Background: an optimization exercise with open tools, aiming at small area and a short achievable clock period. Do not read the settings as production practice.
In this exercise RTL edits were held to simulation tests only and were not proved equivalent to the original.
Power is estimated from default activity; no workload was simulated.

Design gcd_vector_sequencer, start of the top module:
module gcd_vector_sequencer #(
  parameter int WIDTH         = 32,
  parameter int IDX_W         = 4,
  parameter int ADDR_W        = 4,
  parameter int FIN_ADDR      = 9,
  parameter int RST_CYCLES    = 1,
  parameter int SETTLE_CYCLES = 10,
  parameter int TIMEOUT       = 4096
) (
  input  logic              clk,
  input  logic              rst,
  input  logic              start,
  input  logic [IDX_W:0]    n_tests,
  input  logic              vec_we,
  input  logic [IDX_W-1:0]  vec_idx,
  input  logic [WIDTH-1:0]  vec_a,
  input  logic [WIDTH-1:0]  vec_b,
  input  logic [WIDTH-1:0]  vec_g,
  output logic              dut_rst,
  output logic              dut_en,
  output logic              dut_ld,
  output logic [WIDTH-1:0]  dut_a,
  output logic [WIDTH-1:0]  dut_b,
  input  logic [ADDR_W-1:0] dut_addr,
  input  logic [WIDTH-1:0]  dut_res,
  output logic              busy,
  output logic              done,
  output logic [IDX_W:0]    pass_cnt,
  output logic [IDX_W:0]    fail_cnt,
  output logic [IDX_W:0]    timeout_cnt,
  output logic              first_fail_vld,
  output logic [IDX_W-1:0]  first_fail_idx
);
==> flow/config.mk <==
export PLATFORM = sky130hd
export DESIGN_NAME = gcd_vector_sequencer
export DESIGN_NICKNAME = gcd_vector_sequencer
export VERILOG_FILES = /design/flow/design.v
export SDC_FILE = /design/flow/constraint.sdc
export NUM_CORES = 4
export LEC_CHECK = 0
export CAP_MARGIN = 20
export CORE_MARGIN = 2
export CORE_UTILIZATION = 60
export SETUP_SLACK_MARGIN = 3.1
export SLEW_MARGIN = 20
export SYNTH_HIERARCHICAL = 1
==> flow/constraint.sdc <==
create_clock -name core_clock -period 5.0 [get_ports {clk}]
set_input_delay 1.0000 -clock core_clock [delete_from_list [all_inputs] [get_ports {clk}]]
set_output_delay 1.0000 -clock core_clock [all_outputs]
set_load 0.01 [all_outputs]
standard.sh (not shown) runs the stock make flow with config.mk's settings and CLKGATE_MAP_FILE= SYNTH_SCRIPT=/design/flow/synth_recipe.tcl, a recipe that flattens the netlist after the stock synthesis.
==> flow/flow/run.sh <==
#!/bin/bash
# The standard layout (standard.sh), with these changes:
#  - port buffers are plain buf_2 cells (buffer_ports -buffer_cell) instead of the delay cells it picks;
#  - clock tree synthesis without dummy loads and with larger sink clusters (fewer leaf buffers);
#  - the dut_res, dut_a and dut_b pins are each placed next to each other (place_pins -group_pins), which keeps the
#    result compare compact.
set -euo pipefail
bash standard.sh \
  BUFFER_PORTS_ARGS="-buffer_cell sky130_fd_sc_hd__buf_2" \
  CTS_ARGS="-sink_clustering_enable -repair_clock_nets -dont_use_dummy_load -sink_clustering_size 25 -sink_clustering_max_diameter 100" \
  PLACE_PINS_ARGS="-group_pins {dut_res[*]} -group_pins {dut_a[*]} -group_pins {dut_b[*]}" \
  finish > standard.log 2>&1
Edit:
==> flow/flow/run.sh (replaced) <==
#!/bin/bash
# The standard layout (standard.sh), with these changes:
#  - port buffers are plain buf_2 cells (buffer_ports -buffer_cell) instead of the delay cells it picks;
#  - clock tree synthesis without dummy loads and with larger sink clusters (fewer leaf buffers);
#  - the dut_res pins are placed next to each other (place_pins -group_pins), which keeps the
#    result compare compact.
set -euo pipefail
bash standard.sh \
  BUFFER_PORTS_ARGS="-buffer_cell sky130_fd_sc_hd__buf_2" \
  CTS_ARGS="-sink_clustering_enable -repair_clock_nets -dont_use_dummy_load -sink_clustering_size 25 -sink_clustering_max_diameter 100" \
  PLACE_PINS_ARGS="-group_pins {dut_res[*]}" \
  finish > standard.log 2>&1
After rerunning:
- area after synthesis stays the same
- clock skew rose by 0.011 ns
- global-route usage fell by 0.58 points
- die area stays the same
- clock power barely changes
- power stays flat
- routed wire length fell by 1.9%
- synthesized cell count is unchanged
- setup slack gets better by 0.018 ns

========
## alpha
gcd_vector_sequencer, a different RTL version from the one above (not shown whole).
Size: about 3000 cells after synthesis, about 1800 flip-flops, ~230 I/O pins.
// gcd_vector_sequencer
module gcd_vector_sequencer #(
  parameter int WIDTH         = 32,
  parameter int IDX_W         = 4,
  parameter int ADDR_W        = 4,
  parameter int FIN_ADDR      = 9,
  parameter int RST_CYCLES    = 1,
  parameter int SETTLE_CYCLES = 10,
  parameter int TIMEOUT       = 4096
) (
  input  logic              clk,
  input  logic              rst,
  input  logic              start,
  input  logic [IDX_W:0]    n_tests,
  input  logic              vec_we,
  input  logic [IDX_W-1:0]  vec_idx,
  input  logic [WIDTH-1:0]  vec_a,
  input  logic [WIDTH-1:0]  vec_b,
  input  logic [WIDTH-1:0]  vec_g,
  output logic              dut_rst,
  output logic              dut_en,
  output logic              dut_ld,
  output logic [WIDTH-1:0]  dut_a,
  output logic [WIDTH-1:0]  dut_b,
  input  logic [ADDR_W-1:0] dut_addr,
  input  logic [WIDTH-1:0]  dut_res,
  output logic              busy,
  output logic              done,
  output logic [IDX_W:0]    pass_cnt,
  output logic [IDX_W:0]    fail_cnt,
  output logic [IDX_W:0]    timeout_cnt,
  output logic              first_fail_vld,
  output logic [IDX_W-1:0]  first_fail_idx
);
==> flow/config.mk <==
export PLATFORM = sky130hd
export DESIGN_NAME = gcd_vector_sequencer
export DESIGN_NICKNAME = gcd_vector_sequencer
export VERILOG_FILES = /design/flow/design.v
export SDC_FILE = /design/flow/constraint.sdc
export NUM_CORES = 4
export LEC_CHECK = 0
export CAP_MARGIN = 20
export CORE_MARGIN = 2
export CORE_UTILIZATION = 60
export SETUP_SLACK_MARGIN = 3.1
export SLEW_MARGIN = 20
export SYNTH_HIERARCHICAL = 1
==> flow/constraint.sdc <==
create_clock -name core_clock -period 5.0 [get_ports {clk}]
set_input_delay 1.0000 -clock core_clock [delete_from_list [all_inputs] [get_ports {clk}]]
set_output_delay 1.0000 -clock core_clock [all_outputs]
set_load 0.01 [all_outputs]
==> flow/flow/run.sh <==
#!/bin/bash
# The standard layout (standard.sh), with these changes:
#  - port buffers are plain buf_2 cells (buffer_ports -buffer_cell) instead of the delay cells it picks;
#  - clock tree synthesis without dummy loads, with larger sink clusters (fewer leaf buffers)
#    and a buf_16 at the root;
#  - the dut_res pins are placed next to each other (place_pins -group_pins), which keeps the
#    result compare compact.
set -euo pipefail
bash standard.sh \
  BUFFER_PORTS_ARGS="-buffer_cell sky130_fd_sc_hd__buf_2" \
  CTS_ARGS="-sink_clustering_enable -repair_clock_nets -dont_use_dummy_load -sink_clustering_size 25 -sink_clustering_max_diameter 100 -root_buf sky130_fd_sc_hd__buf_16" \
  PLACE_PINS_ARGS="-group_pins {dut_res[*]}" \
  finish > standard.log 2>&1
Here is what was changed in the inputs of beta compared with alpha.
Settings: SETUP_SLACK_MARGIN changed from 3.1 to 3.0.
- Final area across alpha and beta: no real change.
- For the number of setup buffers added after CTS, beta came in 1 lower than alpha did.
- beta ends up with lower transition time at the pin with the least slew margin than alpha does.
- The combinational power on alpha is in line with that on beta.
- The run with more routed wire is beta, not alpha.
- Highest clock frequency the design can meet (beta over alpha): decrease, 3.5%
- Worst setup slack ended up 0.078 ns lower on beta than on alpha.
- busy as the launch point of the critical path was reported by beta, and first_fail_idx[3] by alpha.
- On total power of the final layout, alpha and beta are neck and neck.
Relative to beta, the following input files were edited for gamma:
Settings: SETUP_SLACK_MARGIN: 3.0 -> 3.1.
==> flow/flow/run.sh <==
#!/bin/bash
# The standard layout (standard.sh), with these changes:
#  - port buffers are plain buf_2 cells (buffer_ports -buffer_cell) instead of the delay cells it picks;
#  - clock tree synthesis without dummy loads and with larger sink clusters (fewer leaf buffers);
#  - the dut_res pins are placed next to each other (place_pins -group_pins), which keeps the
#    result compare compact.
set -euo pipefail
bash standard.sh \
  BUFFER_PORTS_ARGS="-buffer_cell sky130_fd_sc_hd__buf_2" \
  CTS_ARGS="-sink_clustering_enable -repair_clock_nets -dont_use_dummy_load -sink_clustering_size 25 -sink_clustering_max_diameter 100" \
  PLACE_PINS_ARGS="-group_pins {dut_res[*]}" \
  finish > standard.log 2>&1
==> comparison <==
Total area of sequential cells: beta vs gamma — no meaningful difference
Looking at maximum single-stage delay on the critical path, gamma sits below beta.
Setup slack in gamma is 0.057 ns higher than in beta
gamma vs beta: total power down slightly
Clock period minus worst slack: gamma better than beta
STATUS wire length of the first global-routing pass: gamma wins against beta
Maximum achievable frequency on gamma is ahead of beta.
The via count of gamma falls short of that of beta by 319.
Changes observed in gamma relative to beta: average wire per cell in the routed design now sits lower; post-layout instance count excluding filler cells has remained practically unchanged; combinational power saw a decrease.

re-timing with driven ports:
How much do the figures lean on ideal ports? The routed layouts below were timed once more, with nothing changed but the port constraints.
Step 1 assumes that a clkbuf_16 drives the clock port and a buf_2 every other input.
Step 2, shift: input delay + t, output delay - t, t = (earliest + latest rising clock arrival at the registers) / 2. This alone moves slack from input paths to output paths.
a / b / c = no drivers / after step 1 / after step 2; a / b = the first two.
run	shift t [ns]	setup slack, ns	latest minus earliest clock arrival (ns)
the first run of note 1	0.724	2.824 / 2.757 / 2.278	0.058 / 0.058
the second run of note 1	0.734	2.842 / 2.774 / 2.226	0.066 / 0.067
alpha	0.719	2.850 / 2.772 / 2.221	0.073 / 0.073
beta	0.712	2.772 / 2.695 / 2.268	0.058 / 0.058
gamma	0.731	2.829 / 2.754 / 2.222	0.070 / 0.070
After both steps setup and hold are still met in every run listed. The setup slack of alpha, which loses most, moves by -0.078 ns with the drivers and by -0.629 ns with both steps.
